From an optimization exercise on the open Yosys and OpenROAD flow, aimed at a short achievable clock period and few clock cycles; shortcuts taken in it are not production practice.
The RTL was checked by simulation tests, not by an equivalence proof against the original design.
Power is estimated from default activity; no workload was simulated.

<file path="design/flow/design.v">
package icache_pkg;
	localparam int NUM_WAYS = 4;
	localparam int WAY_IDX_W = 2;
	localparam int WORDS_PER_SLICE = 16;
	localparam int WORD_BYTES = 4;
	localparam int SLICE_BYTES = WORDS_PER_SLICE * WORD_BYTES;
	localparam int SLICE_SHIFT = 6;
	localparam int WORD_IDX_W = 4;
	localparam int L2_CREDITS = 2;
	localparam int CREDIT_W = $clog2(L2_CREDITS + 1);
	typedef logic [31:0] word_t;
	typedef logic [31:0] addr_t;
	typedef enum logic [1:0]
	{
		IDLE,
		REQUEST,
		COMMIT
	} refill_state_e;
endpackage
`timescale 1ns/100ps
module icache_eq8
(
	input  logic [7:0] i_a,
	input  logic [7:0] i_b,
	output logic       o_eq
);
	assign o_eq = (i_a == i_b);
endmodule
module icache_eq10v
(
	input  logic [9:0] i_a,
	input  logic [9:0] i_b,
	input  logic       i_v,
	output logic       o_eq
);
	assign o_eq = i_v && (i_a == i_b);
endmodule
module icache_sel4
(
	input  logic [3:0] i_sel,
	input  logic [3:0] i_v,
	output logic       o_v
);
	assign o_v = |(i_sel & i_v);
endmodule
module icache_dec2
(
	input  logic [1:0] i_a,
	output logic [3:0] o_oh
);
	assign o_oh = 4'b0001 << i_a;
endmodule
module icache_nready
(
	input  logic [2:0] i_eq,
	input  logic       i_have,
	output logic       o_nready
);
	assign o_nready = !(&i_eq && i_have);
endmodule
module icache_slice
(
	input  logic [25:0] i_blk,
	input  logic [3:0]  i_idx,
	input  logic [25:0] i_tag,
	input  logic        i_tvalid,
	input  logic [15:0] i_wvalid,
	output logic [2:0]  o_eq,
	output logic        o_nready
);
	logic [3:0] lo, hi;
	logic [3:0] tw;
	logic       have;
	icache_eq8   u_eq0 (.i_a(i_blk[7:0]),   .i_b(i_tag[7:0]),   .o_eq(o_eq[0]));
	icache_eq8   u_eq1 (.i_a(i_blk[15:8]),  .i_b(i_tag[15:8]),  .o_eq(o_eq[1]));
	icache_eq10v u_eq2 (.i_a(i_blk[25:16]), .i_b(i_tag[25:16]), .i_v(i_tvalid), .o_eq(o_eq[2]));
	icache_dec2 u_lo (.i_a(i_idx[1:0]), .o_oh(lo));
	icache_dec2 u_hi (.i_a(i_idx[3:2]), .o_oh(hi));
	for (genvar q = 0; q < 4; q++)
	begin : g_q
		icache_sel4 u_tw (.i_sel(lo), .i_v(i_wvalid[4*q +: 4]), .o_v(tw[q]));
	end
	icache_sel4 u_have (.i_sel(hi), .i_v(tw), .o_v(have));
	icache_nready u_nr
	(
		.i_eq     (o_eq),
		.i_have   (have),
		.o_nready (o_nready)
	);
endmodule
`timescale 1ns/100ps
module icache_read_sel
(
	input  logic [3:0] i_nready,
	output logic       o_miss
);
	assign o_miss = &i_nready;
endmodule
`timescale 1ns/100ps
module icache_top
(
	input  logic  clk,
	input  logic  rst_n,
	input  logic [31:0] i_pc,
	input  logic  i_l2_rvalid,
	input  logic [31:0] i_l2_rdata,
	output logic [31:0] o_code,
	output logic  o_code_valid,
	output logic  o_miss,
	output logic  o_l2_req,
	output logic [31:0] o_l2_addr
);
	localparam int W = 4;    
	localparam int N = 16;   
	logic [25:0]  tag    [W];
	logic [W-1:0] tvalid;
	logic [W-1:0] victim;
	logic [N-1:0] wvalid [W];
	logic [W-1:0] act;
	logic [3:0]   nxt    [W];
	logic [3:0]   rem    [W];
	logic [31:0]  mem    [W][N];
	logic [1:0]   cnt;
	logic [W-1:0][N-1:0] q_oh0, q_oh1;
	logic [W-1:0] q_w0, q_w1;
	logic         req_q;
	logic [W-1:0] req_w;      
	logic [N-1:0] req_i;      
	logic [31:0]  req_addr;
	logic [W-1:0] dem;
	logic         dlv_q;
	logic [31:0]  code_q;
	logic [3:0]   pidx;
	logic [N-1:0] pdec;
	logic [W-1:0] match;
	logic [W-1:0] ready;
	logic [W-1:0] nready;
	logic         hit;
	logic         deliver;
	logic [31:0]  rd_word;
	assign pidx = i_pc[5:2];
	always_comb
		for (int i = 0; i < N; i++)
			pdec[i] = (pidx == 4'(i));
	logic [2:0]   eqp [W];
	for (genvar w = 0; w < W; w++)
	begin : g_way
		icache_slice u_way
		(
			.i_blk    (i_pc[31:6]),
			.i_idx    (pidx),
			.i_tag    (tag[w]),
			.i_tvalid (tvalid[w]),
			.i_wvalid (wvalid[w]),
			.o_eq     (eqp[w]),
			.o_nready (nready[w])
		);
	end
	icache_read_sel u_miss
	(
		.i_nready (nready),
		.o_miss   (o_miss)
	);
	always_comb
	begin
		rd_word = '0;
		for (int w = 0; w < W; w++)
		begin
			match[w]  = &eqp[w];
			ready[w]  = match[w] && |(wvalid[w] & pdec);
			rd_word   = rd_word | (mem[w][pidx] & {32{match[w]}});
		end
	end
	assign hit     = |match;
	assign deliver = |ready;
	logic victim_busy;
	assign victim_busy = |(victim & (act | q_w0 | q_w1 | req_w));
	logic alloc;
	assign alloc = !hit && !victim_busy;
	logic [1:0] cnt_nxt;
	logic       credit;
	assign cnt_nxt = cnt + {1'b0, req_q} - {1'b0, i_l2_rvalid};
	assign credit  = (cnt_nxt != 2'd2);
	logic [W-1:0] pick;
	logic [W-1:0] dem_act;
	logic [W-1:0] oldest;
	logic         any_act;
	always_comb
	begin
		dem_act = dem & act;
		oldest = '0;
		for (int k = W-1; k >= 0; k--)
			for (int v = 0; v < W; v++)
				if (victim[v] && act[(v + k) % W])
				begin
					oldest = '0;
					oldest[(v + k) % W] = 1'b1;
				end
		pick    = (dem_act != '0) ? dem_act : oldest;
		any_act = |act;
	end
	logic issue;
	assign issue = credit && any_act && !alloc;
	logic [3:0]  pick_idx;
	logic [25:0] pick_tag;
	always_comb
	begin
		pick_idx = '0;
		pick_tag = '0;
		for (int w = 0; w < W; w++)
		begin
			pick_idx = pick_idx | (nxt[w] & {4{pick[w]}});
			pick_tag = pick_tag | (tag[w] & {26{pick[w]}});
		end
	end
	always_ff @(posedge clk, negedge rst_n)
	begin
		if (!rst_n)
		begin
			tvalid <= '0;
			victim <= 4'b0001;
			act    <= '0;
			cnt    <= '0;
			req_q  <= 1'b0;
			req_w  <= '0;
			dlv_q  <= 1'b0;
			q_oh0  <= '0;
			q_oh1  <= '0;
			q_w0   <= '0;
			q_w1   <= '0;
			for (int w = 0; w < W; w++)
				wvalid[w] <= '0;
		end
		else
		begin
			cnt   <= cnt_nxt;
			dlv_q <= deliver;
			for (int w = 0; w < W; w++)
				wvalid[w] <= wvalid[w] | ({N{i_l2_rvalid}} & q_oh0[w]);
			if (i_l2_rvalid)
			begin
				q_oh0 <= q_oh1;
				q_w0  <= q_w1;
				q_oh1 <= '0;
				q_w1  <= '0;
			end
			if (req_q)
			begin
				if (cnt == 2'd0 || (cnt == 2'd1 && i_l2_rvalid))
				begin
					for (int w = 0; w < W; w++)
						q_oh0[w] <= req_w[w] ? req_i : '0;
					q_w0 <= req_w;
				end
				else
				begin
					for (int w = 0; w < W; w++)
						q_oh1[w] <= req_w[w] ? req_i : '0;
					q_w1 <= req_w;
				end
			end
			req_q <= 1'b0;
			req_w <= '0;
			if (alloc)
			begin
				for (int w = 0; w < W; w++)
					if (victim[w])
					begin
						tvalid[w] <= 1'b1;
						wvalid[w] <= '0;
						act[w]    <= 1'b1;
					end
				victim <= {victim[W-2:0], victim[W-1]};
				if (credit)
				begin
					req_q <= 1'b1;
					req_w <= victim;
				end
			end
			else if (issue)
			begin
				req_q <= 1'b1;
				req_w <= pick;
				for (int w = 0; w < W; w++)
					if (pick[w] && rem[w] == 4'd0)
						act[w] <= 1'b0;
			end
		end
	end
	always_ff @(posedge clk)
	begin
		for (int w = 0; w < W; w++)
		begin
			if (alloc && victim[w])
			begin
				tag[w] <= i_pc[31:6];
				nxt[w] <= credit ? pidx + 1'b1 : pidx;
				rem[w] <= credit ? 4'd14 : 4'd15;
			end
			else if (issue && pick[w])
			begin
				nxt[w] <= nxt[w] + 1'b1;
				rem[w] <= rem[w] - 1'b1;
			end
		end
		if (alloc)
		begin
			req_i    <= pdec;
			req_addr <= {i_pc[31:2], 2'b00};
		end
		else
		begin
			req_i    <= N'(1) << pick_idx;
			req_addr <= {pick_tag, pick_idx, 2'b00};
		end
		dem    <= hit ? match : victim;
		code_q <= rd_word;
		for (int w = 0; w < W; w++)
			for (int i = 0; i < N; i++)
				if (i_l2_rvalid && q_oh0[w][i])
					mem[w][i] <= i_l2_rdata;
	end
	assign o_l2_req     = req_q;
	assign o_l2_addr    = req_addr;
	assign o_code_valid = dlv_q;
	assign o_code       = code_q;
endmodule
</file>
<file path="design/flow/run.sh">
#!/bin/bash
# synth_recipe.tcl (not shown) runs the flow's synth.tcl, then flattens the netlist and writes it again
# the make line also repeats each setting of config.mk as NAME=value (left out here)
make -C /OpenROAD-flow-scripts/flow DESIGN_CONFIG=/design/flow/config.mk WORK_HOME=/design/flow/orfs CLKGATE_MAP_FILE= SYNTH_SCRIPT=/design/flow/synth_recipe.tcl finish
</file>
<file path="design/flow/config.mk">
export PLATFORM = sky130hd
export DESIGN_NAME = icache_top
export DESIGN_NICKNAME = icache_top
export VERILOG_FILES = /design/flow/design.v
export SDC_FILE = /design/flow/constraint.sdc
export NUM_CORES = 4
export LEC_CHECK = 0
export CAP_MARGIN = 20
export CORE_MARGIN = 2
export CORE_UTILIZATION = 40
export SETUP_SLACK_MARGIN = 2.3
export SLEW_MARGIN = 20
export SYNTH_HIERARCHICAL = 1
</file>
<file path="design/flow/constraint.sdc">
create_clock -name core_clock -period 5.5 [get_ports {clk}]
set_input_delay 1.1000 -clock core_clock [delete_from_list [all_inputs] [get_ports {clk}]]
set_output_delay 1.1000 -clock core_clock [all_outputs]
set_load 0.01 [all_outputs]
</file>
==> results of run 1 <==
[cell usage after synthesis (70+ instances only)]
cell,instances
nand4_1,160
a22oi_1,411
xnor2_1,119
a21oi_1,145
dfrtp_1,219
o21ai_0,70
a221oi_1,335
clkbuf_1,249
edfxtp_1,2184
and2_1,70
dfxtp_1,82
nand2_1,189
a22o_1,416
nand3_1,82
[Yosys stat by module, one instance, submodules excluded, a selection]
module,cells,cell area [um^2]
icache_top,5156,90900
icache_eq10v,14,115
icache_sel4,3,18.8
icache_nready,1,6.26
icache_read_sel,1,8.76
icache_eq8,11,86.3
[state kept, by name, indices dropped and copies added, names as in the netlist, 30 cells and up]
signal,cells
mem,2048
tag,104
q_oh0,64
q_oh1,64
wvalid,64
code_q,32
req_addr,30
[per-layer routing]
layer | part of all wire | vias to the layer above | wire length, um
li1 | - | 23100 | -
met1 | 0.39 | 30100 | 121000
met2 | 0.47 | 3632 | 144000
met3 | 0.11 | 556 | 33100
met4 | 0.032 | 8 | 9780
met5 | 0.00017 | - | 51
[path summary, 6_finish.rpt]
check	startpoint	to	slack (ps)	cells after the start
worst max register to register	req_w[3]	nxt[3][0]	2450	7
max in group asynchronous	rst_n	wvalid[0][0]	3960	2
worst max-delay path	i_pc[3]	o_miss	1640	10
min in group core_clock	tvalid[2]	tvalid[2]	480	1
worst min-delay path	rst_n	q_oh0[24]	300	1
worst min register to register	tvalid[2]	tvalid[2]	480	1
[power groups by stage]
stage	clock network [mW]	logic, mW	registers [mW]
global route	17.3	5.39	24.3
floorplan	0	2.22	24.3
CTS	16.5	5.10	24.1
global placement	0	4.94	24.3
detailed placement	0	4.99	24.4
finish	16.4	5.25	24.1
[area by class of cell]
| class | instances | area share |
|---|---|---|
| flip-flops and latches | 2486 | 0.664 |
| multi-input cells | 2517 | 0.179 |
| inverters | 20 | 0.000846 |
| diodes | 8 | 0.000183 |
| clock buffers | 311 | 0.0580 |
| repair buffers | 519 | 0.0494 |
| repair inverters | 3 | 0.000206 |
| well taps | 3026 | 0.0346 |
| clock inverters | 126 | 0.0134 |
[logic make-up after synthesis]
logic type               count (synthesis)  synth area share
AO/OA/AOI/OAI                         1609             0.136
flip-flops                            2486             0.784
XOR/XNOR                               125            0.0118
multiplexers                            70           0.00757
buffers and inverters                  403            0.0178
other                                    1         0.0000404
AND/OR/NAND/NOR                        685            0.0401
adder cells (fa/ha/maj)                 18           0.00243
[stage by stage]
stage / total power, mW / hold WS (ps) / setup slack [ps] / instance area [um^2]
2_1_floorplan: 26.5 / 434 / 2280 / 92800
4_1_cts: 45.7 / 290 / 1680 / 108000
3_5_place_dp: 29.4 / 461 / 218 / 99200
6_report: 45.8 / 304 / 1640 / 109000
5_1_grt: 46.9 / 350 / 1630 / 109000
3_3_place_gp: 29.3 / 462 / 290 / 99200
[what timing repair did]
action                                 4_1_cts  5_1_grt
endpoints found under the hold margin        0        0
resized for setup                          197      182
pin swaps                                   53       81
cloned                                      16        8
setup endpoints to repair                  331      177
buffers inserted                            54       36
==> impl_metrics.yaml, run 1 <==
synthesis:
  synth_top_cell_by_area: "edfxtp_1"
  synthArstFlopShare: 0.0885
  synth_seq_cells: 2486
  synth-edff-count: 2184
  synth.area.top_cells: "edfxtp_1, dfrtp_1, a22o_1"
  postSynthCellCount: 5397
  synthFlopType: "edfxtp_1"
  ys_seq_area_frac: 0.784
  syn_area_per_cell_um2: 17.2
  syn-cell-area_um2: 92700
  synth_top_area_share: 0.707
  yosysUniqueCellTypes: 63
  ys_warn_count: 18
status:
  status: "finished clean"
global_routing:
  grt_busiest_layer: "met2"
  grtUsageMet2: 0.401
  grt_max_degree: 121
  grt_pass1_vias: 54000
  grt-ovfl-total: 0
  met3_usage: 0.0512
  grtUsageMet1: 0.350
  antenna_found_initial: 26
  grtUsageTotal: 0.252
  grt_pass1_wl_um: 423000
critical_path:
  critPathMaxStageDelay_ps: 280
  crit_slowest_cell: "and2b_2"
  cp-end-kind: "output pin"
  cp_top_family: "simple AND/OR/NAND/NOR gates"
  cp_max_fo: 8
  worstSetupPathType: "input pin to output pin"
  crit_required_ps: 4400
  crit_arrival_ps: 2760
  startpoint_type: "input pin"
  crit_buf_inv: 3
  worstPathCellList: "buf_12, buf_12, and2b_2, a22oi_2, nand2_1, a22oi_2, nand2_4, nand4_1, and4_4, buf_6"
pwr:
  p_clk_frac: 0.359
  switchingPower_mw: 11.9
  p_int_mw: 33.9
  cellPowerDensity_nw_per_um2: 418
  ir_worst_vdd_mv: 0.299
  seqPwrFrac: 0.526
  p_sw_frac: 0.260
  leakage_nw: 36.4
  combPwrFrac: 0.115
floorplanning:
  die_w_um: 485
  rows: 176
  top_level_ports: 134
  die_area_um2: 236000
  fp.dieH_um: 485
  core-area_um2: 230000
  initial_core_util: 0.403
sta:
  slew_headroom: 0.236
  hold_violations: 0
  setup_tns_ps: 0
  timing.fmax_mhz: 259
  min_period_ps: 3860
  rsz0062_at_grt: "yes"
  slew_viol_final: 0
  setup_viol: 0
  fin_crit_sh: 0.702
  worstMarginPinSlew_ps: 1150
  clock_skew_ps: 72.0
routing:
  dr.pass1.iters: 8
  drc: 0
  vias: 57300
  antenna_left: 0
  viasPerCell: 6.36
  routedWlPerCell_um: 34.2
  drt-initial-drc-count: 9028
  totalWireLength_um: 308000
final_layout:
  layout_common_cells: "edfxtp_1, a22o_1, a22oi_1"
  drive_above_1_share: 0.184
  postLayoutCoreUtil: 0.476
  multi_input_area_um2: 19600
  ff_latch_area_um2: 72700
  nFillCells: 19000
  area_growth_syn_to_layout_pct: 18.1
  mostFrequentLayoutCell: "edfxtp_1"
  fin_nets: 5866
  instances_no_fill: 9016
cts:
  clkSinkCount: 2486
  clockBufferDepth: 3
  clock_latency_ps: 910
  cts_hold_buffers: 0
  clockRootBuffer: "clkbuf_16"
  tritoncts: "built"
  cts_inserted_buffers: 234
  clk_pin_slew_ps: 60
  htree_levels: 4
place:
  gp_routability_congestion: 0.834
  dp_hpwl_um: 166000
  dp_cells: 8457
  port_buffers: 129
hold_path:
  hp-class: "input pin to async pin"
job:
  maxCapViolCount: 0
Testbench counts, summed over its fixed seeds: cycles 73,441.
==> inputs of run 2 (changes only) <==
--- a/design/flow/design.v
+++ b/design/flow/design.v
@@ -20,41 +20,58 @@
 `timescale 1ns/100ps
-module icache_eq8
+module icache_g_xnor2
 (
-	input  logic [7:0] i_a,
-	input  logic [7:0] i_b,
-	output logic       o_eq
+	input  logic i_a,
+	input  logic i_b,
+	output logic o_y
 );
-	assign o_eq = (i_a == i_b);
+	assign o_y = !(i_a ^ i_b);
 endmodule
-module icache_eq10v
+module icache_g_nand3
 (
-	input  logic [9:0] i_a,
-	input  logic [9:0] i_b,
-	input  logic       i_v,
-	output logic       o_eq
+	input  logic [2:0] i_a,
+	output logic       o_y
 );
-	assign o_eq = i_v && (i_a == i_b);
+	assign o_y = !(&i_a);
 endmodule
-module icache_sel4
+module icache_g_nor3
 (
-	input  logic [3:0] i_sel,
-	input  logic [3:0] i_v,
-	output logic       o_v
+	input  logic [2:0] i_a,
+	output logic       o_y
 );
-	assign o_v = |(i_sel & i_v);
+	assign o_y = !(|i_a);
 endmodule
-module icache_dec2
+module icache_g_a22oi
 (
-	input  logic [1:0] i_a,
-	output logic [3:0] o_oh
+	input  logic i_a1,
+	input  logic i_a2,
+	input  logic i_b1,
+	input  logic i_b2,
+	output logic o_y
 );
-	assign o_oh = 4'b0001 << i_a;
+	assign o_y = !((i_a1 && i_a2) || (i_b1 && i_b2));
 endmodule
-module icache_nready
+module icache_g_nand4
 (
-	input  logic [2:0] i_eq,
-	input  logic       i_have,
-	output logic       o_nready
+	input  logic [3:0] i_a,
+	output logic       o_y
 );
-	assign o_nready = !(&i_eq && i_have);
+	assign o_y = !(&i_a);
+endmodule
+module icache_g_o2111ai
+(
+	input  logic i_a1,
+	input  logic i_a2,
+	input  logic i_b1,
+	input  logic i_c1,
+	input  logic i_d1,
+	output logic o_y
+);
+	assign o_y = !((i_a1 || i_a2) && i_b1 && i_c1 && i_d1);
+endmodule
+module icache_dec4
+(
+	input  logic [3:0]  i_a,
+	output logic [15:0] o_oh
+);
+	assign o_oh = 16'h0001 << i_a;
 endmodule
@@ -63,3 +80,3 @@
 	input  logic [25:0] i_blk,
-	input  logic [3:0]  i_idx,
+	input  logic [15:0] i_dec,
 	input  logic [25:0] i_tag,
@@ -70,20 +87,42 @@
 );
-	logic [3:0] lo, hi;
-	logic [3:0] tw;
-	logic       have;
-	icache_eq8   u_eq0 (.i_a(i_blk[7:0]),   .i_b(i_tag[7:0]),   .o_eq(o_eq[0]));
-	icache_eq8   u_eq1 (.i_a(i_blk[15:8]),  .i_b(i_tag[15:8]),  .o_eq(o_eq[1]));
-	icache_eq10v u_eq2 (.i_a(i_blk[25:16]), .i_b(i_tag[25:16]), .i_v(i_tvalid), .o_eq(o_eq[2]));
-	icache_dec2 u_lo (.i_a(i_idx[1:0]), .o_oh(lo));
-	icache_dec2 u_hi (.i_a(i_idx[3:2]), .o_oh(hi));
-	for (genvar q = 0; q < 4; q++)
-	begin : g_q
-		icache_sel4 u_tw (.i_sel(lo), .i_v(i_wvalid[4*q +: 4]), .o_v(tw[q]));
+	logic [26:0] x;
+	logic [8:0]  n;
+	for (genvar j = 0; j < 26; j++)
+	begin : g_x
+		icache_g_xnor2 u_x (.i_a(i_blk[j]), .i_b(i_tag[j]), .o_y(x[j]));
+	end
+	assign x[26] = i_tvalid;
+	for (genvar k = 0; k < 9; k++)
+	begin : g_n
+		icache_g_nand3 u_n (.i_a(x[3*k +: 3]), .o_y(n[k]));
 	end
-	icache_sel4 u_have (.i_sel(hi), .i_v(tw), .o_v(have));
-	icache_nready u_nr
+	for (genvar k = 0; k < 3; k++)
+	begin : g_e
+		icache_g_nor3 u_e (.i_a(n[3*k +: 3]), .o_y(o_eq[k]));
+	end
+	logic [7:0] s;
+	logic [1:0] h;
+	for (genvar k = 0; k < 8; k++)
+	begin : g_s
+		icache_g_a22oi u_s
+		(
+			.i_a1 (i_dec[2*k]),
+			.i_a2 (i_wvalid[2*k]),
+			.i_b1 (i_dec[2*k+1]),
+			.i_b2 (i_wvalid[2*k+1]),
+			.o_y  (s[k])
+		);
+	end
+	for (genvar k = 0; k < 2; k++)
+	begin : g_h
+		icache_g_nand4 u_h (.i_a(s[4*k +: 4]), .o_y(h[k]));
+	end
+	icache_g_o2111ai u_nr
 	(
-		.i_eq     (o_eq),
-		.i_have   (have),
-		.o_nready (o_nready)
+		.i_a1 (h[0]),
+		.i_a2 (h[1]),
+		.i_b1 (o_eq[0]),
+		.i_c1 (o_eq[1]),
+		.i_d1 (o_eq[2]),
+		.o_y  (o_nready)
 	);
@@ -91,2 +130,18 @@
 `timescale 1ns/100ps
+module icache_word_sel
+(
+	input  logic [3:0]    i_way,
+	input  logic [15:0]   i_word,
+	input  logic [2047:0] i_mem,
+	output logic [31:0]   o_data
+);
+	always_comb
+	begin
+		o_data = '0;
+		for (int w = 0; w < 4; w++)
+			for (int i = 0; i < 16; i++)
+				o_data = o_data | (i_mem[(w*16+i)*32 +: 32] & {32{i_way[w] && i_word[i]}});
+	end
+endmodule
+`timescale 1ns/100ps
 module icache_read_sel
@@ -145,2 +200,4 @@
 	logic [2:0]   eqp [W];
+	logic [N-1:0] mdec;
+	icache_dec4 u_mdec (.i_a(pidx), .o_oh(mdec));
 	for (genvar w = 0; w < W; w++)
@@ -150,3 +207,3 @@
 			.i_blk    (i_pc[31:6]),
-			.i_idx    (pidx),
+			.i_dec    (mdec),
 			.i_tag    (tag[w]),
@@ -164,11 +221,19 @@
 	always_comb
-	begin
-		rd_word = '0;
 		for (int w = 0; w < W; w++)
 		begin
-			match[w]  = &eqp[w];
-			ready[w]  = match[w] && |(wvalid[w] & pdec);
-			rd_word   = rd_word | (mem[w][pidx] & {32{match[w]}});
+			match[w] = &eqp[w];
+			ready[w] = match[w] && |(wvalid[w] & pdec);
 		end
-	end
+	logic [W*N*32-1:0] mem_flat;
+	always_comb
+		for (int w = 0; w < W; w++)
+			for (int i = 0; i < N; i++)
+				mem_flat[(w*N+i)*32 +: 32] = mem[w][i];
+	icache_word_sel u_rd
+	(
+		.i_way  (match),
+		.i_word (pdec),
+		.i_mem  (mem_flat),
+		.o_data (rd_word)
+	);
 	assign hit     = |match;
==> impl_metrics.yaml, run 2 <==
status:
  status: "finished clean"
floorplanning:
  initial_core_util: 0.403
  rows: 177
  die_w_um: 488
  fp.dieH_um: 488
  die_area_um2: 238000
  core-area_um2: 233000
  top_level_ports: 134
critical_path:
  regToRegStartpoint: "req_w[2]"
  crit_arrival_ps: 2680
  crit_slowest_cell: "and4_4"
  critPathMaxStageDelay_ps: 280
  crit_required_ps: 4400
  startpoint_type: "input pin"
  r2r-end: "nxt[0][0]"
  crit_top_cell: "buf_12"
  ff2ff_setup_slack_ps: 2380
  worstPathCellList: "buf_12, buf_12, and4b_2, a22oi_2, nand4_1, o2111ai_2, and4_4, buf_6"
  cp_max_fo: 6
  r2r_cells: 6
  startpoint: "i_pc[3]"
  cp-end-kind: "output pin"
  worstSetupPathType: "input pin to output pin"
sta:
  fin_crit_sh: 0.688
  hold_violations: 0
  slew_headroom: 0.252
  slew_viol_final: 0
  worstMarginPinSlew_ps: 1120
  setup_tns_ps: 0
  timing.fmax_mhz: 264
  hold_slack_ps: 297
  rsz0062_at_grt: "yes"
  clock_skew_ps: 87.2
  min_period_ps: 3780
  setup_viol: 0
routing:
  antenna_left: 0
  drt-initial-drc-count: 7349
  viasPerCell: 6.09
  drc: 0
  dr.pass1.iters: 9
  routedWlPerCell_um: 30.9
  vias: 55300
  totalWireLength_um: 281000
synthesis:
  postSynthCellCount: 5496
  synth-edff-count: 2184
  syn-cell-area_um2: 93700
  synthFlopType: "edfxtp_1"
  synth.most_common_cell: "edfxtp_1"
  synth.area.top_cells: "edfxtp_1, dfrtp_1, a22oi_1"
  synthArstFlopShare: 0.0885
  synth_seq_cells: 2486
  ys_warn_count: 19
  yosysUniqueCellTypes: 75
  ys_seq_area_frac: 0.776
  synth_top_area_share: 0.700
  synth_top_cell_by_area: "edfxtp_1"
  syn_area_per_cell_um2: 17.1
  synthTopCellsByCount: "edfxtp_1, a22oi_1, a22o_1, clkbuf_1, dfrtp_1"
cts:
  clockRootBuffer: "clkbuf_16"
  htree_levels: 4
  clk_pin_slew_ps: 50
  tritoncts: "built"
  clock_latency_ps: 900
  cts_inserted_buffers: 239
  clkSinkCount: 2486
  clockBufferDepth: 3
final_layout:
  nFillCells: 19700
  mostFrequentLayoutCell: "edfxtp_1"
  layout_common_cells: "edfxtp_1, a22oi_1, a22o_1"
  area_growth_syn_to_layout_pct: 15.6
  fin_nets: 5809
  reg_top3: "mem: 2048 flops, tag: 104 flops"
  drive_above_1_share: 0.156
  largest_register_ffs: 2048
  top_register: "mem"
global_routing:
  grt_max_degree: 135
  antenna_found_initial: 14
  grt_pass1_wl_um: 394000
  grtUsageTotal: 0.229
  grt-ovfl-total: 0
  grt_pass1_vias: 53600
place:
  dp_hpwl_um: 156000
  port_buffers: 129
  gp_routability_congestion: 0.858
pwr:
  ir_worst_vdd_mv: 0.337
  leakage_nw: 35.8
  cellPowerDensity_nw_per_um2: 420
hold_path:
  hp-class: "input pin to async pin"
job:
  maxCapViolCount: 0
run 2: cell types whose count changed after synthesis, moves of 36 or more:
cell,delta
a221oi_1,-290
a222oi_1,+99
nand2_1,-36
a22oi_1,+313
nand4_1,-49
nand3_1,+67
a22o_1,-147
run 2: where the power goes:
group	switching [mW]	total [mW]	internal, mW
logic	3.71	4.63	0.925
clock network	7.25	16.8	9.54
registers	0.613	24.1	23.4
total	11.6	45.5	33.9
run 2: critical path: cells and delay by family:
family                 cells  cell delay [ps]
AOI/OAI and AO/OA          2              440
buffers and inverters      3              370
and+or+nand+nor            3              760
run 2: what timing repair did:
action / CTS / global route
endpoints found under the setup margin: 305 / 149
cloned: 7 / 5
hold buffers: 0 / 0
hold endpoints to repair: 0 / 0
pin swaps: 26 / 5
gates resized for setup: 107 / 52
buffers inserted: 2 / 1
run 2: worst max-delay path by stage:
stage                 endpoint  slack, ps  cells after the start
floorplan               o_miss       2200                      6
global placement    code_q[24]        540                     12
detailed placement  code_q[24]        510                     12
CTS                     o_miss       1750                      8
global route            o_miss       1660                      8
finish                  o_miss       1720                      8
run 2: metal layers:
| metal | vias to the layer above | wire length (um) | track usage |
|---|---|---|---|
| met5 | - | 34 | 0 |
| met4 | 6 | 10300 | 0.0781 |
| met2 | 2862 | 131000 | 0.364 |
| met1 | 28800 | 113000 | 0.318 |
| met3 | 459 | 25800 | 0.0406 |
| li1 | 23100 | - | - |
run 2: modules after synthesis, one instance, submodules excluded, excerpt:
module / flip-flops and latches / cells inside / cell area (um^2) / times used
icache_g_nand4: 0 / 1 / 6.26 / 8
icache_g_nor3: 0 / 1 / 10.0 / 12
icache_top: 2486 / 3491 / 79200 / 1
icache_g_nand3: 0 / 1 / 5.00 / 36
icache_g_a22oi: 0 / 1 / 12.5 / 32
icache_read_sel: 0 / 1 / 8.76 / 1
icache_word_sel: 0 / 1788 / 12600 / 1
icache_g_o2111ai: 0 / 1 / 15.0 / 4
icache_dec4: 0 / 20 / 226 / 1
run 2: cell type report:
class	count	area (um^2)	share of cell area
Clock buffer	302	6440	0.0595
Timing Repair Buffer	385	3920	0.0362
Clock inverter	154	1660	0.0153
Tap cell	3132	3920	0.0362
Timing Repair inverter	2	15.0	0.000139
Multi-Input combinational cell	2581	19500	0.180
Sequential cell	2486	72700	0.671
Inverter	29	145	0.00134
Antenna cell	6	15.0	0.000139
run 2: cell families after synthesis:
family,count (synthesis),synth area share
mux,82,0.00897
compound gates,1652,0.139
other cells,1,0.0000400
xor+xnor,125,0.0117
flops,2486,0.776
simple gates,698,0.0417
buf+inv,434,0.0199
fa+ha+maj,18,0.00240
run 2: through the flow:
step | util | instance area [um^2] | power [mW] | cells | worst slack, ps
6_report | 0.465 | 108000 | 45.5 | 9077 | 1720
5_1_grt | 0.465 | 108000 | 46.8 | 9072 | 1660
4_1_cts | 0.465 | 108000 | 45.6 | 9065 | 1750
3_5_place_dp | 0.429 | 99800 | 29.0 | 8600 | 513
3_3_place_gp | 0.429 | 99700 | 28.8 | 8599 | 539
2_1_floorplan | - | 93800 | 26.4 | 5497 | 2200
Testbench counts of run 2, summed over its fixed seeds: cycles 73,441.
==> inputs of run 3 (changes only) <==
--- a/design/flow/design.v
+++ b/design/flow/design.v
@@ -70,2 +70,16 @@
 endmodule
+module icache_g_inv
+(
+	input  logic i_a,
+	output logic o_y
+);
+	assign o_y = !i_a;
+endmodule
+module icache_g_and4
+(
+	input  logic [3:0] i_a,
+	output logic       o_y
+);
+	assign o_y = &i_a;
+endmodule
 module icache_dec4
@@ -75,3 +89,16 @@
 );
-	assign o_oh = 16'h0001 << i_a;
+	logic [3:0] an;
+	for (genvar b = 0; b < 4; b++)
+	begin : g_inv
+		icache_g_inv u_inv (.i_a(i_a[b]), .o_y(an[b]));
+	end
+	for (genvar i = 0; i < 16; i++)
+	begin : g_line
+		icache_g_and4 u_and
+		(
+			.i_a ({i[3] ? i_a[3] : an[3], i[2] ? i_a[2] : an[2],
+				i[1] ? i_a[1] : an[1], i[0] ? i_a[0] : an[0]}),
+			.o_y (o_oh[i])
+		);
+	end
 endmodule
@@ -80,8 +107,7 @@
 	input  logic [25:0] i_blk,
-	input  logic [15:0] i_dec,
 	input  logic [25:0] i_tag,
 	input  logic        i_tvalid,
-	input  logic [15:0] i_wvalid,
-	output logic [2:0]  o_eq,
-	output logic        o_nready
+	input  logic        i_full,
+	output logic [8:0]  o_n,
+	output logic        o_nfast
 );
@@ -89,2 +115,3 @@
 	logic [8:0]  n;
+	logic [2:0]  eq;
 	for (genvar j = 0; j < 26; j++)
@@ -98,32 +125,8 @@
 	end
+	assign o_n = n;
 	for (genvar k = 0; k < 3; k++)
 	begin : g_e
-		icache_g_nor3 u_e (.i_a(n[3*k +: 3]), .o_y(o_eq[k]));
-	end
-	logic [7:0] s;
-	logic [1:0] h;
-	for (genvar k = 0; k < 8; k++)
-	begin : g_s
-		icache_g_a22oi u_s
-		(
-			.i_a1 (i_dec[2*k]),
-			.i_a2 (i_wvalid[2*k]),
-			.i_b1 (i_dec[2*k+1]),
-			.i_b2 (i_wvalid[2*k+1]),
-			.o_y  (s[k])
-		);
-	end
-	for (genvar k = 0; k < 2; k++)
-	begin : g_h
-		icache_g_nand4 u_h (.i_a(s[4*k +: 4]), .o_y(h[k]));
+		icache_g_nor3 u_e (.i_a(n[3*k +: 3]), .o_y(eq[k]));
 	end
-	icache_g_o2111ai u_nr
-	(
-		.i_a1 (h[0]),
-		.i_a2 (h[1]),
-		.i_b1 (o_eq[0]),
-		.i_c1 (o_eq[1]),
-		.i_d1 (o_eq[2]),
-		.o_y  (o_nready)
-	);
+	icache_g_nand4 u_nf (.i_a({eq, i_full}), .o_y(o_nfast));
 endmodule
@@ -146,8 +149,26 @@
 `timescale 1ns/100ps
+module icache_g_nand2
+(
+	input  logic [1:0] i_a,
+	output logic       o_y
+);
+	assign o_y = !(&i_a);
+endmodule
+module icache_g_nor2
+(
+	input  logic [1:0] i_a,
+	output logic       o_y
+);
+	assign o_y = !(|i_a);
+endmodule
 module icache_read_sel
 (
-	input  logic [3:0] i_nready,
+	input  logic [3:0] i_nfast,
+	input  logic       i_nslow,
 	output logic       o_miss
 );
-	assign o_miss = &i_nready;
+	logic [1:0] t;
+	icache_g_nand2 u_t0 (.i_a(i_nfast[1:0]), .o_y(t[0]));
+	icache_g_nand3 u_t1 (.i_a({i_nfast[3:2], i_nslow}), .o_y(t[1]));
+	icache_g_nor2  u_m  (.i_a(t), .o_y(o_miss));
 endmodule
@@ -191,3 +212,5 @@
 	logic [W-1:0] ready;
-	logic [W-1:0] nready;
+	logic [W-1:0] arrive;
+	logic [W-1:0] full;       
+	logic         nslow_q;    
 	logic         hit;
@@ -199,5 +222,4 @@
 			pdec[i] = (pidx == 4'(i));
-	logic [2:0]   eqp [W];
-	logic [N-1:0] mdec;
-	icache_dec4 u_mdec (.i_a(pidx), .o_oh(mdec));
+	logic [8:0]   eqn [W];
+	logic [W-1:0] nfast;
 	for (genvar w = 0; w < W; w++)
@@ -207,8 +229,7 @@
 			.i_blk    (i_pc[31:6]),
-			.i_dec    (mdec),
 			.i_tag    (tag[w]),
 			.i_tvalid (tvalid[w]),
-			.i_wvalid (wvalid[w]),
-			.o_eq     (eqp[w]),
-			.o_nready (nready[w])
+			.i_full   (full[w]),
+			.o_n      (eqn[w]),
+			.o_nfast  (nfast[w])
 		);
@@ -217,3 +238,4 @@
 	(
-		.i_nready (nready),
+		.i_nfast  (nfast),
+		.i_nslow  (nslow_q),
 		.o_miss   (o_miss)
@@ -223,4 +245,5 @@
 		begin
-			match[w] = &eqp[w];
-			ready[w] = match[w] && |(wvalid[w] & pdec);
+			match[w]  = ~|eqn[w];
+			arrive[w] = i_l2_rvalid && |(q_oh0[w] & pdec);
+			ready[w]  = match[w] && (|(wvalid[w] & pdec) || arrive[w]);
 		end
@@ -239,3 +262,3 @@
 	assign hit     = |match;
-	assign deliver = |ready;
+	assign deliver = |(match & full) || !nslow_q;
 	logic victim_busy;
@@ -291,2 +314,4 @@
 			dlv_q  <= 1'b0;
+			nslow_q <= 1'b1;
+			full   <= '0;
 			q_oh0  <= '0;
@@ -300,6 +325,10 @@
 		begin
-			cnt   <= cnt_nxt;
-			dlv_q <= deliver;
+			cnt     <= cnt_nxt;
+			dlv_q   <= deliver;
+			nslow_q <= !(|ready && !deliver);
 			for (int w = 0; w < W; w++)
+			begin
 				wvalid[w] <= wvalid[w] | ({N{i_l2_rvalid}} & q_oh0[w]);
+				full[w]   <= &(wvalid[w] | ({N{i_l2_rvalid}} & q_oh0[w]));
+			end
 			if (i_l2_rvalid)
@@ -335,2 +364,3 @@
 						wvalid[w] <= '0;
+						full[w]   <= 1'b0;
 						act[w]    <= 1'b1;
==> impl_metrics.yaml, run 3 <==
status:
  status: "finished clean"
critical_path:
  cp_top_family: "simple AND/OR/NAND/NOR gates"
  crit_required_ps: 4400
  regToRegStartpoint: "tag[1][8]"
  crit_top_cell: "buf_2"
  crit_arrival_ps: 2280
  worstSetupPathType: "input pin to output pin"
  startpoint_type: "input pin"
  startpoint: "i_pc[6]"
  cp_max_fo: 9
  crit_slowest_cell: "buf_2"
  crit_buf_inv: 2
  worstPathCellList: "buf_2, xnor2_2, nand3_2, nor3_2, nand4_1, nand2_1, nor2_2, buf_2"
  cp-end-kind: "output pin"
  critPathMaxStageDelay_ps: 250
final_layout:
  largest_register_ffs: 2048
  layout_common_cells: "edfxtp_1, a22oi_1, clkbuf_16"
  fin_nets: 5963
  postLayoutCoreUtil: 0.468
  area_growth_syn_to_layout_pct: 16.3
  reg_top3: "mem: 2048 flops, tag: 104 flops"
  top_register: "mem"
  instances_no_fill: 9217
  mostFrequentLayoutCell: "edfxtp_1"
  drive_above_1_share: 0.154
synthesis:
  synth_compound_area_frac: 0.131
  synthSimpleGateAreaFrac: 0.0483
  synth_seq_cells: 2491
  synth_fa_ha_area_frac: 0.00241
  ys_seq_area_frac: 0.778
  syn-cell-area_um2: 93600
  synth_xor_area_frac: 0.0117
  synthFlopType: "edfxtp_1"
  synth.area.top_cells: "edfxtp_1, dfrtp_1, a22oi_1"
  synth_top_family_by_area: "compound AO/OA/AOI/OAI gates"
  synthArstFlopShare: 0.0903
  postSynthCellCount: 5600
  syn_area_per_cell_um2: 16.7
  synth_top_area_share: 0.700
  synthMuxAreaShare: 0.00772
  synthTopCellsByCount: "edfxtp_1, a22oi_1, a22o_1, clkbuf_1, dfrtp_1"
  synth_top_cell_by_area: "edfxtp_1"
  ys_warn_count: 19
  synth.most_common_cell: "edfxtp_1"
  synth-edff-count: 2184
  yosysUniqueCellTypes: 68
global_routing:
  grt-ovfl-total: 0
  grt_max_degree: 131
  grt_pass1_wl_um: 408000
  grt_pass1_vias: 55100
  antenna_found_initial: 23
  grtUsageTotal: 0.239
pwr:
  p_clk_frac: 0.352
  seqPwrFrac: 0.509
  p_sw_frac: 0.274
  combPwrFrac: 0.140
  cellPowerDensity_nw_per_um2: 460
  p_int_mw: 36.4
  leakage_nw: 36.4
  switchingPower_mw: 13.7
  ir_worst_vdd_mv: 0.288
cts:
  htree_levels: 5
  clock_latency_ps: 930
  cts_inserted_buffers: 274
  clockBufferDepth: 4
  clkSinkCount: 2491
  clockRootBuffer: "clkbuf_16"
  tritoncts: "built"
  clk_pin_slew_ps: 60
routing:
  viasPerCell: 6.21
  dr.pass1.iters: 6
  routedWlPerCell_um: 31.6
  antenna_left: 0
  vias: 57200
  totalWireLength_um: 291000
  drt-initial-drc-count: 7763
  drc: 0
floorplanning:
  initial_core_util: 0.402
  core-area_um2: 233000
  top_level_ports: 134
  die_w_um: 488
  die_area_um2: 238000
  rows: 177
  fp.dieH_um: 488
sta:
  min_period_ps: 3380
  worst_slack_ps: 2120
  worstMarginPinSlew_ps: 1380
  slew_headroom: 0.0785
  timing.fmax_mhz: 296
  rsz0062_at_grt: "yes"
  hold_slack_ps: 183
  setup_tns_ps: 0
  clock_skew_ps: 89.5
  hold_violations: 0
  setup_viol: 0
  fin_crit_sh: 0.614
  slew_viol_final: 0
place:
  port_buffers: 129
  dp_hpwl_um: 163000
  dp_cells: 8693
  dp_worst_setup_slack_ps: 668
  gp_routability_congestion: 0.836
hold_path:
  hp-class: "input pin to async pin"
job:
  maxCapViolCount: 0
==> run 3: changes by cell type in the layout (fill, tap and decap cells not counted), sizes merged, moves of 17 or more <==
cell	before	now
a222oi	126	157
nor2	52	187
nand2	153	203
clkbuf	318	372
a22oi	757	692
clkinv	111	82
a31o	17	0
buf	292	329
o21a	68	1
and2	102	82
==> run 3: cell families after synthesis <==
family,count (synthesis)
and+or+nand+nor,882
adders and majority gates,18
buffers and inverters,442
AOI/OAI and AO/OA,1569
muxes,72
other,1
xor gates and xnor gates,125
DFF,2491
==> run 3: final cells by class <==
type / instances / area (um^2)
sequential: 2491 / 72900
fill: 19700 / 124000
multi-input combinational: 2678 / 19600
clock buffer: 365 / 7530
inverter: 30 / 149
clock inverter: 108 / 966
tap: 3132 / 3920
timing repair buffer: 403 / 3770
antenna: 10 / 25.0
==> run 3: worst paths after layout <==
| kind | cells past startpoint | slack [ps] | end |
|---|---|---|---|
| max | 8 | 2120 | o_miss |
| min | 1 | 180 | act[3] |
| max reg2reg | 13 | 2390 | code_q[19] |
| min reg2reg | 1 | 480 | tvalid[2] |
| max in group asynchronous | 2 | 4080 | wvalid[1][12] |
| min in group core_clock | 1 | 480 | tvalid[2] |
==> run 3: metrics by stage <==
stage / cell area [um^2] / power [mW]
2_1_floorplan: 93600 / 29.0
5_1_grt: 109000 / 51.6
4_1_cts: 108000 / 50.2
6_report: 109000 / 50.1
3_5_place_dp: 99400 / 32.7
3_3_place_gp: 99400 / 32.4
==> run 3: power groups by stage <==
stage / Clock (mW) / Combinational, mW / Sequential, mW
2_1_floorplan: 0 / 3.69 / 25.3
3_3_place_gp: 0 / 6.71 / 25.7
3_5_place_dp: 0 / 6.83 / 25.8
4_1_cts: 17.8 / 6.91 / 25.5
5_1_grt: 18.5 / 7.38 / 25.7
6_report: 17.6 / 7.00 / 25.5
==> run 3: per-layer routing <==
| layer | up-vias | routed length (um) | share of wire | track usage |
|---|---|---|---|---|
| met1 | 29600 | 115000 | 0.40 | 0.332 |
| met2 | 3429 | 133000 | 0.46 | 0.373 |
| met4 | 24 | 12100 | 0.042 | 0.0889 |
| li1 | 23500 | - | - | - |
| met5 | - | 153 | 0.00053 | 0 |
| met3 | 624 | 30700 | 0.11 | 0.0468 |
==> run 3: what timing repair did <==
item                                    CTS  global route
setup buffers                            14            11
endpoints found under the setup margin  249           128
gates cloned                              9             3
pin swaps                                33            26
resized for setup                       206            53
hold buffers                              0             0
==> run 3: Yosys stat by module, one instance, submodules excluded, excerpt <==
module | cells | cell area, um^2
icache_g_nand4 | 1 | 6.26
icache_g_nand2 | 1 | 3.75
icache_top | 3653 | 79800
icache_g_xnor2 | 1 | 8.76
icache_g_nand3 | 1 | 5.00
icache_g_nor3 | 1 | 10.0
icache_word_sel | 1788 | 12600
icache_g_nor2 | 1 | 3.75
==> run 3: worst reg2reg max path, stage by stage (launching register included) <==
cell and delay, ps:
edfxtp_1 420, xnor2_2 170, nand3_1 140, buf_4 170
nor4_1 310, nand3_1 180, buf_4 210, inv_8 260
buf_12 350, a22o_1 270, a22o_1 130, a221oi_1 80
and4_1 280, nand4_1 100
Testbench counts of run 3, summed over its fixed seeds: cycles 74,083.
==> inputs of run 4 (changes only) <==
--- a/design/flow/design.v
+++ b/design/flow/design.v
@@ -135,6 +135,5 @@
 (
-	input  logic [3:0]    i_way,
-	input  logic [15:0]   i_word,
-	input  logic [2047:0] i_mem,
-	output logic [31:0]   o_data
+	input  logic [15:0]  i_word,
+	input  logic [511:0] i_mem,
+	output logic [31:0]  o_data
 );
@@ -143,5 +142,4 @@
 		o_data = '0;
-		for (int w = 0; w < 4; w++)
-			for (int i = 0; i < 16; i++)
-				o_data = o_data | (i_mem[(w*16+i)*32 +: 32] & {32{i_way[w] && i_word[i]}});
+		for (int i = 0; i < 16; i++)
+			o_data = o_data | (i_mem[i*32 +: 32] & {32{i_word[i]}});
 	end
@@ -201,2 +199,5 @@
 	logic [W-1:0] q_w0, q_w1;
+	logic [31:2]  ptag;
+	logic [W-1:0] alloc_q;
+	logic         sel_pc;
 	logic         req_q;
@@ -207,3 +208,2 @@
 	logic         dlv_q;
-	logic [31:0]  code_q;
 	logic [3:0]   pidx;
@@ -249,14 +249,24 @@
 		end
-	logic [W*N*32-1:0] mem_flat;
+	logic [31:0]  wword [W];
+	logic [31:0]  word_q [W];
+	for (genvar w = 0; w < W; w++)
+	begin : g_rd
+		logic [N*32-1:0] mem_flat;
+		for (genvar i = 0; i < N; i++)
+		begin : g_i
+			assign mem_flat[i*32 +: 32] = mem[w][i];
+		end
+		icache_word_sel u_rd
+		(
+			.i_word (pdec),
+			.i_mem  (mem_flat),
+			.o_data (wword[w])
+		);
+	end
 	always_comb
+	begin
+		rd_word = '0;
 		for (int w = 0; w < W; w++)
-			for (int i = 0; i < N; i++)
-				mem_flat[(w*N+i)*32 +: 32] = mem[w][i];
-	icache_word_sel u_rd
-	(
-		.i_way  (match),
-		.i_word (pdec),
-		.i_mem  (mem_flat),
-		.o_data (rd_word)
-	);
+			rd_word = rd_word | word_q[w];
+	end
 	assign hit     = |match;
@@ -266,3 +276,3 @@
 	logic alloc;
-	assign alloc = !hit && !victim_busy;
+	assign alloc = !hit && !victim_busy && !(|alloc_q);
 	logic [1:0] cnt_nxt;
@@ -300,5 +310,9 @@
 			pick_idx = pick_idx | (nxt[w] & {4{pick[w]}});
-			pick_tag = pick_tag | (tag[w] & {26{pick[w]}});
+			pick_tag = pick_tag | ((alloc_q[w] ? ptag[31:6] : tag[w]) & {26{pick[w]}});
 		end
 	end
+	logic [N-1:0] req_oh;
+	always_comb
+		for (int i = 0; i < N; i++)
+			req_oh[i] = sel_pc ? (ptag[5:2] == 4'(i)) : req_i[i];
 	always_ff @(posedge clk, negedge rst_n)
@@ -313,2 +327,4 @@
 			req_w  <= '0;
+			sel_pc <= 1'b0;
+			alloc_q <= '0;
 			dlv_q  <= 1'b0;
@@ -330,4 +346,13 @@
 			begin
-				wvalid[w] <= wvalid[w] | ({N{i_l2_rvalid}} & q_oh0[w]);
-				full[w]   <= &(wvalid[w] | ({N{i_l2_rvalid}} & q_oh0[w]));
+				if (alloc_q[w])
+				begin
+					tvalid[w] <= 1'b1;
+					wvalid[w] <= '0;
+					full[w]   <= 1'b0;
+				end
+				else
+				begin
+					wvalid[w] <= wvalid[w] | ({N{i_l2_rvalid}} & q_oh0[w]);
+					full[w]   <= &(wvalid[w] | ({N{i_l2_rvalid}} & q_oh0[w]));
+				end
 			end
@@ -345,3 +370,3 @@
 					for (int w = 0; w < W; w++)
-						q_oh0[w] <= req_w[w] ? req_i : '0;
+						q_oh0[w] <= req_w[w] ? req_oh : '0;
 					q_w0 <= req_w;
@@ -351,3 +376,3 @@
 					for (int w = 0; w < W; w++)
-						q_oh1[w] <= req_w[w] ? req_i : '0;
+						q_oh1[w] <= req_w[w] ? req_oh : '0;
 					q_w1 <= req_w;
@@ -355,4 +380,6 @@
 			end
-			req_q <= 1'b0;
-			req_w <= '0;
+			req_q   <= 1'b0;
+			req_w   <= '0;
+			sel_pc  <= 1'b0;
+			alloc_q <= alloc ? victim : '0;
 			if (alloc)
@@ -361,8 +388,3 @@
 					if (victim[w])
-					begin
-						tvalid[w] <= 1'b1;
-						wvalid[w] <= '0;
-						full[w]   <= 1'b0;
-						act[w]    <= 1'b1;
-					end
+						act[w] <= 1'b1;
 				victim <= {victim[W-2:0], victim[W-1]};
@@ -370,4 +392,5 @@
 				begin
-					req_q <= 1'b1;
-					req_w <= victim;
+					req_q  <= 1'b1;
+					req_w  <= victim;
+					sel_pc <= 1'b1;
 				end
@@ -388,5 +411,6 @@
 		begin
+			if (alloc_q[w])
+				tag[w] <= ptag[31:6];
 			if (alloc && victim[w])
 			begin
-				tag[w] <= i_pc[31:6];
 				nxt[w] <= credit ? pidx + 1'b1 : pidx;
@@ -400,14 +424,8 @@
 		end
-		if (alloc)
-		begin
-			req_i    <= pdec;
-			req_addr <= {i_pc[31:2], 2'b00};
-		end
-		else
-		begin
-			req_i    <= N'(1) << pick_idx;
-			req_addr <= {pick_tag, pick_idx, 2'b00};
-		end
-		dem    <= hit ? match : victim;
-		code_q <= rd_word;
+		req_i    <= N'(1) << pick_idx;
+		req_addr <= alloc ? {i_pc[31:2], 2'b00} : {pick_tag, pick_idx, 2'b00};
+		ptag     <= i_pc[31:2];
+		dem    <= hit ? match : (|alloc_q) ? alloc_q : victim;
+		for (int w = 0; w < W; w++)
+			word_q[w] <= wword[w] & {32{match[w]}};
 		for (int w = 0; w < W; w++)
@@ -420,3 +438,3 @@
 	assign o_code_valid = dlv_q;
-	assign o_code       = code_q;
+	assign o_code       = rd_word;
 endmodule
--- a/design/flow/config.mk
+++ b/design/flow/config.mk
@@ -10,3 +10,3 @@
 export CORE_UTILIZATION = 40
-export SETUP_SLACK_MARGIN = 2.3
+export SETUP_SLACK_MARGIN = 2.5
 export SLEW_MARGIN = 20
==> impl_metrics.yaml, run 4 <==
job:
  maxCapViolCount: 0
synthesis:
  ys_warn_count: 22
  synth.area.top_cells: "edfxtp_1, dfxtp_1, dfrtp_1"
  synthFlopType: "edfxtp_1"
  yosysUniqueCellTypes: 66
  synth-edff-count: 2080
  postSynthCellCount: 5603
  synth_seq_cells: 2622
  synthArstFlopShare: 0.0877
  syn_area_per_cell_um2: 17.2
  syn-cell-area_um2: 96200
  synth.most_common_cell: "edfxtp_1"
  synth_top_area_share: 0.649
  synth_top_cell_by_area: "edfxtp_1"
  synthTopCellsByCount: "edfxtp_1, a22o_1, a221oi_1, dfxtp_1, dfrtp_1"
  ys_seq_area_frac: 0.774
cts:
  cts_inserted_buffers: 277
  cts_hold_buffers: 0
  clockBufferDepth: 4
  clock_latency_ps: 930
  clkSinkCount: 2622
  htree_levels: 5
  tritoncts: "built"
  clockRootBuffer: "clkbuf_16"
  clk_pin_slew_ps: 60
hold_path:
  hp-class: "input pin to async pin"
pwr:
  ir_worst_vdd_mv: 0.269
  combPwrFrac: 0.040
  p_int_mw: 32.1
  leakage_nw: 37.6
  power_mw: 40.8
  switchingPower_mw: 8.61
  seqPwrFrac: 0.527
  cellPowerDensity_nw_per_um2: 366
  p_sw_frac: 0.211
  p_clk_frac: 0.433
critical_path:
  startpoint: "i_pc[26]"
  ff2ff_setup_slack_ps: 2640
  cp_max_fo: 6
  r2r-end: "act[2]"
  crit_required_ps: 4400
  setup.worst_path.end: "o_miss"
  worstPathCellList: "buf_2, xnor2_2, nand3_2, nor3_2, nand4_1, nand2_1, nor2_2, buf_2"
  critPathMaxStageDelay_ps: 210
  crit_top_cell: "buf_2"
  worstSetupPathType: "input pin to output pin"
  regToRegStartpoint: "tag[1][13]"
  startpoint_type: "input pin"
  crit_arrival_ps: 2220
  crit_slowest_cell: "buf_2"
  r2r_cells: 11
  cp-end-kind: "output pin"
global_routing:
  grt_max_degree: 122
  grt_pass1_vias: 55000
  grt-ovfl-total: 0
  grtUsageTotal: 0.227
  antenna_found_initial: 19
  grt_pass1_wl_um: 401000
final_layout:
  postLayoutCoreUtil: 0.464
  drive_above_1_share: 0.189
  area_growth_syn_to_layout_pct: 15.8
  fin_nets: 5994
  multi_input_area_um2: 20900
  nFillCells: 20400
  reg_top3: "mem: 2048 flops, word_q: 128 flops, tag: 104 flops"
  largest_register_ffs: 2048
  layout_common_cells: "edfxtp_1, a22o_1, a221oi_1"
  instances_no_fill: 9297
  ff_latch_area_um2: 74600
  top_register: "mem"
  mostFrequentLayoutCell: "edfxtp_1"
place:
  dp_cells: 8760
  gp_routability_congestion: 0.788
  port_buffers: 129
  dp_hpwl_um: 150000
status:
  status: "finished clean"
routing:
  viasPerCell: 6.07
  vias: 56400
  dr.pass1.iters: 6
  drc: 0
  routedWlPerCell_um: 30.7
  totalWireLength_um: 285000
  antenna_left: 0
  drt-initial-drc-count: 6653
floorplanning:
  core-area_um2: 240000
  die_w_um: 494
  top_level_ports: 134
  die_area_um2: 244000
  initial_core_util: 0.401
  fp.dieH_um: 494
  rows: 180
sta:
  min_period_ps: 3320
  clock_skew_ps: 92.0
  fin_crit_sh: 0.603
  slew_headroom: 0.210
  slew_viol_final: 0
  rsz0062_at_grt: "yes"
  hold_slack_ps: 335
  timing.fmax_mhz: 302
  hold_violations: 0
  worstMarginPinSlew_ps: 1180
  setup_viol: 0
  setup_tns_ps: 0
run 4: worst min path at each step:
stage | start | end | slack (ps) | cells after the start
2_1_floorplan | tvalid[0] | tvalid[0] | 440 | 1
3_3_place_gp | tvalid[3] | tvalid[3] | 460 | 1
3_5_place_dp | tvalid[1] | tvalid[1] | 450 | 1
4_1_cts | rst_n | alloc_q[1] | 270 | 1
5_1_grt | i_pc[7] | ptag[7] | 330 | 1
6_report | rst_n | q_oh1[17] | 330 | 1
run 4: repair_timing:
action	in CTS	in global routing
gates resized for setup	537	42
pin swaps	72	32
buffers inserted	36	3
gates cloned	14	1
endpoints found under the setup margin	320	172
run 4: cell families (layout without fill, tap and decap cells):
group / after synthesis / in the layout / synth area share
DFF: 2622 / 2622 / 0.774
AOI/OAI and AO/OA: 1389 / 1389 / 0.118
and+or+nand+nor: 910 / 922 / 0.0518
buffers and inverters: 353 / 844 / 0.0220
muxes: 185 / 185 / 0.0206
xor gates and xnor gates: 125 / 125 / 0.0114
adders and majority gates: 18 / 18 / 0.00234
other: 1 / 7 / 0.0000390
run 4: area by class of cell:
class                   instances  area share
inverters                      35     0.00120
flip-flops and latches       2622       0.670
clock buffers                 385      0.0696
clock inverters                92     0.00611
well taps                    3185      0.0358
diodes                          5    0.000112
repair buffers                332      0.0293
multi-input cells            2641       0.188
run 4: modules after synthesis, one instance, submodules excluded, excerpt:
module / cell area (um^2) / cells
icache_g_nand2: 3.75 / 1
icache_g_nand3: 5.00 / 1
icache_g_nand4: 6.26 / 1
icache_g_nor2: 3.75 / 1
icache_g_nor3: 10.0 / 1
icache_g_xnor2: 8.76 / 1
icache_top: 83600 / 4100
icache_word_sel: 2830 / 336
run 4: power groups by stage:
stage	clock, mW	combinational (mW)	sequential (mW)
2_1_floorplan	0	0.815	21.9
3_3_place_gp	0	1.53	21.9
3_5_place_dp	0	1.55	21.9
4_1_cts	17.8	1.63	21.5
5_1_grt	18.6	1.76	21.5
6_report	17.6	1.65	21.5
run 4: critical path: cells and delay by family:
family / cells / cell delay (ps)
XOR/XNOR: 1 / 140
buffers and inverters: 2 / 340
AND/OR/NAND/NOR: 5 / 620
run 4: layer usage:
metal,vias to the layer above,wire (um),track usage,share of wire
met1,29500,117000,0.317,0.41
li1,23500,-,-,-
met3,539,25900,0.0436,0.091
met4,18,9480,0.0726,0.033
met2,2859,133000,0.360,0.47
met5,-,112,0,0.00039
run 4: metrics by stage:
stage	area, um^2	worst slack (ps)
floorplan	96500	2240
global placement	101000	859
detailed placement	101000	828
CTS	111000	2200
global route	111000	2120
finish	111000	2180
Testbench counts of run 4, summed over its fixed seeds: cycles 74,083.
==> inputs of run 5 (changes only) <==
--- a/design/flow/design.v
+++ b/design/flow/design.v
@@ -132,2 +132,32 @@
 endmodule
+module icache_seq
+(
+	input  logic [29:0] i_pc,
+	input  logic [29:0] i_exp,
+	input  logic        i_ok,
+	output logic [10:0] o_n,
+	output logic        o_nseq
+);
+	logic [32:0] x;
+	logic [10:0] n;
+	logic [3:0]  e;
+	for (genvar j = 0; j < 30; j++)
+	begin : g_x
+		icache_g_xnor2 u_x (.i_a(i_pc[j]), .i_b(i_exp[j]), .o_y(x[j]));
+	end
+	assign x[30] = i_ok;
+	assign x[31] = 1'b1;
+	assign x[32] = 1'b1;
+	for (genvar k = 0; k < 11; k++)
+	begin : g_n
+		icache_g_nand3 u_n (.i_a(x[3*k +: 3]), .o_y(n[k]));
+	end
+	assign o_n = n;
+	for (genvar k = 0; k < 3; k++)
+	begin : g_e
+		icache_g_nor3 u_e (.i_a(n[3*k +: 3]), .o_y(e[k]));
+	end
+	icache_g_nor2 u_e3 (.i_a(n[10:9]), .o_y(e[3]));
+	icache_g_nand4 u_ns (.i_a(e), .o_y(o_nseq));
+endmodule
 `timescale 1ns/100ps
@@ -161,2 +191,12 @@
 endmodule
+module icache_or4
+(
+	input  logic [3:0] i_a,
+	output logic       o_y
+);
+	logic [1:0] t;
+	icache_g_nor2  u_t0 (.i_a(i_a[1:0]), .o_y(t[0]));
+	icache_g_nor2  u_t1 (.i_a(i_a[3:2]), .o_y(t[1]));
+	icache_g_nand2 u_y  (.i_a(t), .o_y(o_y));
+endmodule
 module icache_read_sel
@@ -164,2 +204,3 @@
 	input  logic [3:0] i_nfast,
+	input  logic       i_nseq,
 	input  logic       i_nslow,
@@ -168,4 +209,4 @@
 	logic [1:0] t;
-	icache_g_nand2 u_t0 (.i_a(i_nfast[1:0]), .o_y(t[0]));
-	icache_g_nand3 u_t1 (.i_a({i_nfast[3:2], i_nslow}), .o_y(t[1]));
+	icache_g_nand3 u_t0 (.i_a(i_nfast[2:0]), .o_y(t[0]));
+	icache_g_nand3 u_t1 (.i_a({i_nfast[3], i_nseq, i_nslow}), .o_y(t[1]));
 	icache_g_nor2  u_m  (.i_a(t), .o_y(o_miss));
@@ -224,2 +265,16 @@
 	logic [W-1:0] nfast;
+	logic [3:0]   pinc;
+	logic         seq_ok;
+	logic [10:0]  seqn;
+	logic         nseq;
+	logic         seq;
+	icache_seq u_seq
+	(
+		.i_pc   (i_pc[31:2]),
+		.i_exp  ({ptag[31:6], pinc}),
+		.i_ok   (seq_ok),
+		.o_n    (seqn),
+		.o_nseq (nseq)
+	);
+	assign seq = ~|seqn;
 	for (genvar w = 0; w < W; w++)
@@ -239,2 +294,3 @@
 		.i_nfast  (nfast),
+		.i_nseq   (nseq),
 		.i_nslow  (nslow_q),
@@ -265,10 +321,23 @@
 	end
+	for (genvar b = 0; b < 32; b++)
+	begin : g_code
+		icache_or4 u_or
+		(
+			.i_a ({word_q[3][b], word_q[2][b], word_q[1][b], word_q[0][b]}),
+			.o_y (rd_word[b])
+		);
+	end
+	assign hit     = |match;
+	assign deliver = |(match & full) || seq || !nslow_q;
+	logic [N-1:0] pdec_n;
+	logic         next_ok;
 	always_comb
 	begin
-		rd_word = '0;
+		for (int i = 0; i < N; i++)
+			pdec_n[i] = (pidx == 4'(i - 1)) && (i != 0);
+		next_ok = 1'b0;
 		for (int w = 0; w < W; w++)
-			rd_word = rd_word | word_q[w];
+			next_ok = next_ok || (match[w] &&
+				|((wvalid[w] | ({N{i_l2_rvalid}} & q_oh0[w])) & pdec_n));
 	end
-	assign hit     = |match;
-	assign deliver = |(match & full) || !nslow_q;
 	logic victim_busy;
@@ -331,2 +400,3 @@
 			nslow_q <= 1'b1;
+			seq_ok  <= 1'b0;
 			full   <= '0;
@@ -344,2 +414,3 @@
 			nslow_q <= !(|ready && !deliver);
+			seq_ok  <= deliver && next_ok;
 			for (int w = 0; w < W; w++)
@@ -427,2 +498,3 @@
 		ptag     <= i_pc[31:2];
+		pinc     <= pidx + 1'b1;
 		dem    <= hit ? match : (|alloc_q) ? alloc_q : victim;
==> impl_metrics.yaml, run 5 <==
routing:
  dr.pass1.iters: 6
  vias: 58200
  routedWlPerCell_um: 31.8
  drt-initial-drc-count: 7105
  totalWireLength_um: 302000
  viasPerCell: 6.13
  drc: 0
  antenna_left: 0
synthesis:
  synth_fa_ha_area_frac: 0.00232
  synth_top_family_by_area: "compound AO/OA/AOI/OAI gates"
  yosysUniqueCellTypes: 63
  synth.area.top_cells: "edfxtp_1, dfxtp_1, dfrtp_1"
  synth.most_common_cell: "edfxtp_1"
  synthSimpleGateAreaFrac: 0.0518
  synth_compound_area_frac: 0.120
  postSynthCellCount: 5740
  ys_warn_count: 22
  ys_seq_area_frac: 0.769
  synthTopCellsByCount: "edfxtp_1, a22o_1, a221oi_1, dfxtp_1, nor2_1"
  synth_xor_area_frac: 0.0142
  syn_area_per_cell_um2: 16.9
  syn-cell-area_um2: 96900
  synth_seq_cells: 2627
  synth-edff-count: 2080
  synthMuxAreaShare: 0.0204
  synth_top_area_share: 0.644
  synthArstFlopShare: 0.0879
  synth_top_cell_by_area: "edfxtp_1"
  synthFlopType: "edfxtp_1"
cts:
  cts_inserted_buffers: 286
  tritoncts: "built"
  clk_pin_slew_ps: 60
  clkSinkCount: 2627
  clockBufferDepth: 4
  htree_levels: 5
  cts_hold_buffers: 0
  clockRootBuffer: "clkbuf_16"
  clock_latency_ps: 1000
final_layout:
  postLayoutCoreUtil: 0.470
  instances_no_fill: 9493
  area_growth_syn_to_layout_pct: 16.8
  reg_top3: "mem: 2048 flops, word_q: 128 flops, tag: 104 flops"
  largest_register_ffs: 2048
  fin_nets: 6178
  nFillCells: 20300
  mostFrequentLayoutCell: "edfxtp_1"
  layout_common_cells: "edfxtp_1, a22o_1, a221oi_1"
  drive_above_1_share: 0.197
  top_register: "mem"
job:
  maxCapViolCount: 0
sta:
  timing.fmax_mhz: 297
  clock_skew_ps: 146
  fin_crit_sh: 0.612
  rsz0062_at_grt: "yes"
  worstMarginPinSlew_ps: 1140
  slew_viol_final: 0
  slew_headroom: 0.240
  min_period_ps: 3360
  hold_slack_ps: 109
  hold_violations: 0
  setup_viol: 0
  setup_tns_ps: 0
critical_path:
  cp_num_cells: 9
  crit_buf_inv: 3
  regToRegStartpoint: "ptag[13]"
  cp_top_family: "simple AND/OR/NAND/NOR gates"
  worstPathCellList: "buf_12, buf_8, xnor2_2, nand3_2, nor3_2, nand4_1, nand3_1, nor2_2, buf_2"
  crit_required_ps: 4400
  worstSetupPathType: "input pin to output pin"
  r2r-end: "seq_ok"
  crit_slowest_cell: "nor3_2"
  r2r_cells: 20
  cp-end-kind: "output pin"
  critPathMaxStageDelay_ps: 180
  startpoint_type: "input pin"
  crit_arrival_ps: 2260
  ff2ff_setup_slack_ps: 2270
  cp_max_fo: 5
place:
  gp_routability_congestion: 0.900
  dp_hpwl_um: 164000
  port_buffers: 129
  dp_cells: 8939
pwr:
  ir_worst_vdd_mv: 0.223
  power_mw: 41.7
  cellPowerDensity_nw_per_um2: 368
  leakage_nw: 38.5
global_routing:
  grtUsageTotal: 0.240
  grt_pass1_wl_um: 421000
  grt_pass1_vias: 56000
  grt-ovfl-total: 0
  antenna_found_initial: 27
  grt_max_degree: 132
floorplanning:
  die_w_um: 496
  top_level_ports: 134
  initial_core_util: 0.403
  rows: 180
  core-area_um2: 241000
  fp.dieH_um: 496
  die_area_um2: 246000
status:
  status: "finished clean"
hold_path:
  hp-class: "input pin to async pin"
-- run 5: changes by cell type after synthesis, moves of 25 or more --
| cell | delta |
|---|---|
| a21oi_1 | -25 |
| a22oi_1 | +36 |
| nand2_1 | +44 |
| nor2_1 | +61 |
| o22ai_1 | +26 |
| or4_1 | -32 |
| xnor2_1 | +31 |
-- run 5: layer usage --
layer	track usage	vias up	routed length (um)
li1	-	24100	-
met1	0.330	30300	122000
met2	0.374	3163	139000
met3	0.0560	611	30800
met4	0.0865	20	10700
met5	0	-	129
-- run 5: worst register-to-register path, cell delays in order, from the launching register on --
cell     delay [ps]
dfxtp_2         350
xnor2_2         180
nand3_2         120
buf_4           160
buf_4           120
buf_4           120
buf_4           120
buf_4           120
buf_4           120
buf_4           120
buf_4           120
buf_4           120
buf_4           120
buf_4           120
buf_4           120
buf_4           120
nor4_2          220
nand3_1         160
nand4_1         120
a21oi_1         130
a21oi_2         270
-- run 5: layout make-up --
class	instances	area [um^2]	area share
Antenna cell	8	20.0	0.000177
Clock buffer	376	7880	0.0696
Clock inverter	119	1060	0.00938
Inverter	40	233	0.00206
Multi-Input combinational cell	2766	21800	0.192
Sequential cell	2627	74700	0.659
Tap cell	3185	3990	0.0352
Timing Repair Buffer	372	3630	0.0320
-- run 5: logic make-up (layout without fill, tap and decap cells) --
group | count (synthesis) | count (layout)
buffers and inverters | 350 | 907
XOR/XNOR | 157 | 157
flip-flops | 2627 | 2627
AND/OR/NAND/NOR | 976 | 977
multiplexers | 184 | 184
adder cells (fa/ha/maj) | 18 | 18
AO/OA/AOI/OAI | 1426 | 1426
other | 2 | 12
-- run 5: Yosys stat by module, one instance, submodules excluded, a selection --
module           times used  area, um^2
icache_g_nand4            5        6.26
icache_g_nand2           32        3.75
icache_top                1       83700
icache_g_nor2            66        3.75
icache_seq                1        3.75
icache_g_nor3            15        10.0
icache_word_sel           4        2830
icache_g_xnor2          134        8.76
icache_g_nand3           49        5.00
-- run 5: timing repair --
item | CTS | global route
pin swaps | 52 | 45
endpoints found under the setup margin | 298 | 108
resized for setup | 483 | 82
buffers inserted | 33 | 11
cloned | 0 | 2
-- run 5: how the worst max path moves through the flow --
stage	start	endpoint	slack, ps
global route	ptag[6]	o_miss	2110
finish	i_pc[3]	o_miss	2140
floorplan	i_pc[14]	nxt[0][0]	2170
detailed placement	i_pc[3]	word_q[1][10]	650
CTS	i_pc[14]	o_miss	2200
global placement	i_pc[3]	word_q[1][10]	670
-- run 5: report_power, final --
part	switching (mW)	internal, mW
clock	7.61	10.9
sequential	0.0598	21.5
combinational	1.13	0.525
total	8.80	32.9
-- run 5: per-stage QoR --
| stage | setup slack [ps] | cell area (um^2) |
|---|---|---|
| finish | 2140 | 113000 |
| floorplan | 2170 | 97200 |
| global route | 2110 | 113000 |
| detailed placement | 646 | 102000 |
| global placement | 671 | 102000 |
| CTS | 2200 | 113000 |
Testbench counts of run 5, summed over its fixed seeds: cycles 73,500.

re-timing with driven ports:
The results above use ideal ports. As a check the final layouts listed here were re-extracted and re-timed, cells and wires unchanged. Step 1 sets driving cells, clkbuf_16 on the clock port and buf_2 on the other inputs (assumed; they add their load-dependent delay and slew). Step 2 times the ports against the registers' clock, not the clock port: input delays grow and output delays shrink by t, the midpoint of the rising clock arrivals with the driver on. Slacks: ideal / step 1 / step 2; pairs: ideal / step 1.
| run | t (ns) | setup WS [ns] |
|---|---|---|
| run 1 | 0.968 | 1.641 / 1.574 / 1.101 |
| run 2 | 0.942 | 1.715 / 1.668 / 0.945 |
| run 3 | 0.988 | 2.122 / 2.028 / 1.309 |
| run 4 | 0.980 | 2.183 / 2.101 / 1.431 |
| run 5 | 1.018 | 2.137 / 1.955 / 1.313 |
After both steps setup and hold are still met in every run listed.
